From an optimization exercise on the open Yosys and OpenROAD flow, aimed at small area, a short achievable clock period and few clock cycles per item; shortcuts taken in it are not production practice. No activity file was given, so power comes from the tool's default toggle rates.

Setup of build 9:
==> flow/design.v <==
`timescale 1ns / 1ps
package pcrc64_pkg;
  localparam int CrcWidth    = 64;
  localparam int ByteWidth   = 8;
  localparam int CountWidth  = 32;
  localparam int CfgIdxWidth = 3;
  localparam logic [CrcWidth-1:0]   PolyReset   = 64'h42F0_E1EB_A9EA_3693;
  localparam logic [CrcWidth-1:0]   InitReset   = '0;
  localparam logic [CrcWidth-1:0]   XorOutReset = '0;
  function automatic logic [ByteWidth-1:0] flip8(input logic [ByteWidth-1:0] b);
    logic [ByteWidth-1:0] r;
    for (int i = 0; i < ByteWidth; i = i + 1) begin
      r[i] = b[ByteWidth-1-i];
    end
    flip8 = r;
  endfunction
  function automatic logic [CrcWidth-1:0] flip64(input logic [CrcWidth-1:0] v);
    logic [CrcWidth-1:0] r;
    for (int i = 0; i < CrcWidth; i = i + 1) begin
      r[i] = v[CrcWidth-1-i];
    end
    flip64 = r;
  endfunction
  localparam int QBits = 28;
  function automatic logic [QBits-1:0] qmat(input logic [CrcWidth-1:0] poly);
    logic [63:0]      l;
    logic [7:0]       row;
    logic [QBits-1:0] q;
    l = '0;
    for (int i = 0; i < 8; i = i + 1) begin
      row = '0;
      row[i] = 1'b1;
      for (int k = 0; k < i; k = k + 1) begin
        row = row ^ ({8{poly[CrcWidth-i+k]}} & l[k*8 +: 8]);
      end
      l[i*8 +: 8] = row;
    end
    for (int i = 1; i < 8; i = i + 1) begin
      for (int k = 0; k < i; k = k + 1) begin
        q[i*(i-1)/2 + k] = l[i*8 + k];
      end
    end
    qmat = q;
  endfunction
  function automatic logic [ByteWidth-1:0] qapply(input logic [QBits-1:0]     q,
                                                  input logic [ByteWidth-1:0] u);
    logic [ByteWidth-1:0] f;
    for (int i = 0; i < 8; i = i + 1) begin
      f[i] = u[i];
      for (int k = 0; k < i; k = k + 1) begin
        f[i] = f[i] ^ (q[i*(i-1)/2 + k] & u[k]);
      end
    end
    qapply = f;
  endfunction
  function automatic logic [CrcWidth-1:0] crc_step8(input logic [CrcWidth-1:0]  crc,
                                                     input logic [ByteWidth-1:0] din,
                                                     input logic [CrcWidth-1:0]  poly,
                                                     input logic [QBits-1:0]     q);
    logic [ByteWidth-1:0] t;
    logic [ByteWidth-1:0] f;
    logic [CrcWidth-1:0]  r;
    t = crc[CrcWidth-1 -: ByteWidth] ^ din;
    f = qapply(q, flip8(t));
    r = {crc[CrcWidth-ByteWidth-1:0], {ByteWidth{1'b0}}};
    for (int k = 0; k < ByteWidth; k = k + 1) begin
      r = r ^ ({CrcWidth{f[k]}} & (poly << (ByteWidth-1-k)));
    end
    crc_step8 = r;
  endfunction
endpackage
`timescale 1ns / 1ps
module pcrc64_front (
  input  logic                             clk,
  input  logic                             rst,
  input  logic                             s_axis_tvalid,
  output logic                             s_axis_tready,
  input  logic [pcrc64_pkg::ByteWidth-1:0] s_axis_tdata,
  input  logic                             s_axis_tuser,
  input  logic                             reflect_in,
  output logic                             q_valid,
  input  logic                             q_ready,
  output logic                             q_kind,
  output logic [pcrc64_pkg::ByteWidth-1:0] q_data
);
  logic push;
  assign s_axis_tready = !q_valid || q_ready;
  assign push          = s_axis_tvalid && s_axis_tready;
  always_ff @(posedge clk) begin
    if (rst) begin
      q_valid <= 1'b0;
    end else if (push) begin
      q_valid <= 1'b1;
    end else if (q_ready) begin
      q_valid <= 1'b0;
    end
  end
  always_ff @(posedge clk) begin
    if (push) begin
      q_kind <= s_axis_tuser;
      q_data <= reflect_in ? pcrc64_pkg::flip8(s_axis_tdata) : s_axis_tdata;
    end
  end
endmodule
`timescale 1ns / 1ps
module pcrc64_back (
  input  logic                                clk,
  input  logic                                rst,
  input  logic [pcrc64_pkg::CrcWidth-1:0]     polynomial,
  input  logic [pcrc64_pkg::QBits-1:0]        poly_q,
  input  logic [pcrc64_pkg::CrcWidth-1:0]     initial_value,
  input  logic [pcrc64_pkg::CrcWidth-1:0]     xor_out,
  input  logic                                reflect_out,
  input  logic                                q_valid,
  output logic                                q_ready,
  input  logic                                q_kind,
  input  logic [pcrc64_pkg::ByteWidth-1:0]    q_data,
  output logic                                m_axis_tvalid,
  input  logic                                m_axis_tready,
  output logic [pcrc64_pkg::CrcWidth+pcrc64_pkg::CountWidth-1:0] m_axis_tdata
);
  logic [pcrc64_pkg::CrcWidth-1:0]   crc_register;
  logic [pcrc64_pkg::CountWidth-1:0] bytes_absorbed;
  logic                              take;
  assign q_ready = !m_axis_tvalid || m_axis_tready;
  assign take    = q_valid && q_ready;
  always_ff @(posedge clk) begin
    if (rst) begin
      crc_register   <= pcrc64_pkg::InitReset;
      bytes_absorbed <= '0;
      m_axis_tvalid  <= 1'b0;
    end else begin
      if (take) begin
        m_axis_tvalid <= 1'b1;
        if (q_kind) begin
          crc_register   <= initial_value;
          bytes_absorbed <= '0;
        end else begin
          crc_register   <= pcrc64_pkg::crc_step8(crc_register, q_data, polynomial, poly_q);
          if (!(&bytes_absorbed)) begin
            bytes_absorbed <= bytes_absorbed + 32'd1;
          end
        end
      end else if (m_axis_tready) begin
        m_axis_tvalid <= 1'b0;
      end
    end
  end
  assign m_axis_tdata = {bytes_absorbed,
                         (reflect_out ? pcrc64_pkg::flip64(crc_register) : crc_register) ^ xor_out};
endmodule
`timescale 1ns / 1ps
module parametric_crc64_engine (
  input  logic                                clk,
  input  logic                                rst,
  input  logic                                s_axis_tvalid,
  output logic                                s_axis_tready,
  input  logic [pcrc64_pkg::ByteWidth-1:0]    s_axis_tdata,   
  input  logic                                s_axis_tuser,   
  output logic                                m_axis_tvalid,
  input  logic                                m_axis_tready,
  output logic [pcrc64_pkg::CrcWidth+pcrc64_pkg::CountWidth-1:0] m_axis_tdata,
  input  logic                                cfg_valid,
  output logic                                cfg_ready,
  input  logic [pcrc64_pkg::CfgIdxWidth-1:0]  cfg_index,
  input  logic [pcrc64_pkg::CrcWidth-1:0]     cfg_data
);
  logic [pcrc64_pkg::CrcWidth-1:0]  polynomial;
  logic [pcrc64_pkg::CrcWidth-1:0]  initial_value;
  logic [pcrc64_pkg::CrcWidth-1:0]  xor_out;
  logic [pcrc64_pkg::QBits-1:0]     poly_q;
  logic                             reflect_in;
  logic                             reflect_out;
  logic                             q_valid;
  logic                             q_ready;
  logic                             q_kind;
  logic [pcrc64_pkg::ByteWidth-1:0] q_data;
  assign cfg_ready = 1'b1;
  always_ff @(posedge clk) begin
    if (rst) begin
      polynomial    <= pcrc64_pkg::PolyReset;
      initial_value <= pcrc64_pkg::InitReset;
      xor_out       <= pcrc64_pkg::XorOutReset;
      reflect_in    <= 1'b0;
      reflect_out   <= 1'b0;
    end else if (cfg_valid) begin
      case (cfg_index)
        3'd0: polynomial    <= cfg_data;
        3'd1: initial_value <= cfg_data;
        3'd2: xor_out       <= cfg_data;
        3'd3: reflect_in    <= cfg_data[0];
        3'd4: reflect_out   <= cfg_data[0];
        default: begin
        end
      endcase
    end
  end
  always_ff @(posedge clk) begin
    if (rst) begin
      poly_q <= pcrc64_pkg::qmat(pcrc64_pkg::PolyReset);
    end else begin
      poly_q <= pcrc64_pkg::qmat(polynomial);
    end
  end
  pcrc64_front u_front (
    .clk           (clk),
    .rst           (rst),
    .s_axis_tvalid (s_axis_tvalid),
    .s_axis_tready (s_axis_tready),
    .s_axis_tdata  (s_axis_tdata),
    .s_axis_tuser  (s_axis_tuser),
    .reflect_in    (reflect_in),
    .q_valid       (q_valid),
    .q_ready       (q_ready),
    .q_kind        (q_kind),
    .q_data        (q_data)
  );
  pcrc64_back u_back (
    .clk           (clk),
    .rst           (rst),
    .polynomial    (polynomial),
    .poly_q        (poly_q),
    .initial_value (initial_value),
    .xor_out       (xor_out),
    .reflect_out   (reflect_out),
    .q_valid       (q_valid),
    .q_ready       (q_ready),
    .q_kind        (q_kind),
    .q_data        (q_data),
    .m_axis_tvalid (m_axis_tvalid),
    .m_axis_tready (m_axis_tready),
    .m_axis_tdata  (m_axis_tdata)
  );
endmodule
==> flow/config.mk <==
export PLATFORM = sky130hd
export DESIGN_NAME = parametric_crc64_engine
export DESIGN_NICKNAME = parametric_crc64_engine
export VERILOG_FILES = /design/flow/design.v
export SDC_FILE = /design/flow/constraint.sdc
export NUM_CORES = 4
export LEC_CHECK = 0
export ABC_CLOCK_PERIOD_IN_PS = 3000
export CAP_MARGIN = 20
export CORE_MARGIN = 2
export CORE_UTILIZATION = 60
export SETUP_SLACK_MARGIN = 2.5
export SLEW_MARGIN = 20
==> flow/constraint.sdc <==
create_clock -name core_clock -period 6.0 [get_ports {clk}]
set_input_delay 1.2000 -clock core_clock [delete_from_list [all_inputs] [get_ports {clk}]]
set_output_delay 1.2000 -clock core_clock [all_outputs]
set_load 0.01 [all_outputs]
run.sh (not shown) runs the stock make flow with config.mk's settings and CLKGATE_MAP_FILE= SYNTH_SCRIPT=/design/flow/synth_recipe.tcl, a recipe that flattens the netlist after the stock synthesis.
Both conditions hold for build 9: the flow ran to the end and the final layout passed the timing, DRC and antenna checks.
[inputs] trial 74 vs build 9
- changing ABC_CLOCK_PERIOD_IN_PS from 3000 to 2500
- changing SETUP_SLACK_MARGIN from 2.5 to 3.5
- changing CORE_UTILIZATION from 60 to 40
Results
Of build 9 and trial 74, the lower register-to-register slack belongs to build 9. On trial 74: worst endpoint data arrival time is 150 ps lower than what build 9 gave. The worst setup slack number comes out higher for trial 74 vs build 9. Trial 74 against build 9: register area now larger; synthesis-to-layout area growth moved up; power of the combinational group rose by about 60%; die area went up 0.018 sq mm. Lower tapcell count among build 9 and trial 74: build 9. Number of clock buffers in the layout grows by more than a quarter when moving from build 9 to trial 74. Trial 74 ends up with higher initial antenna violation count than build 9 does. Compared with build 9, trial 74 ends up with more cell area.
No run of this note included a check of the RTL's function; only the layout flow was run.

==> port drivers added, routing unchanged <==
Ports are ideal in the flow. The routed layouts listed here were re-timed in OpenROAD. Step 1 (the two cells are an assumption about what drives the block):
set clk [get_ports {clk}]
set_driving_cell -lib_cell sky130_fd_sc_hd__clkbuf_16 $clk
set_driving_cell -lib_cell sky130_fd_sc_hd__buf_2 [delete_from_list [all_inputs] $clk]
Step 2 adds t to the input delays and takes it off the output delays; t is the mean of the earliest and latest rising clock arrival at the registers after step 1. Input paths then give back, and output paths get back, about the clock's delay inside the block. Slacks: ideal / step 1 / step 2; pairs: ideal / step 1.
run	t (ns)	slack for setup (ns)	worst hold slack (ns)	slew at the worst register clock pin (ns)
build 9	0.587	2.464 / 2.414 / 2.128	0.451 / 0.451 / 0.451	0.07 / 0.07
trial 74	0.645	2.673 / 2.619 / 2.673	0.450 / 0.450 / 0.450	0.07 / 0.07
After both steps every run listed still meets setup and hold. The setup slack of build 9, which loses most, moves by -0.050 ns with the drivers and by -0.336 ns with both steps.
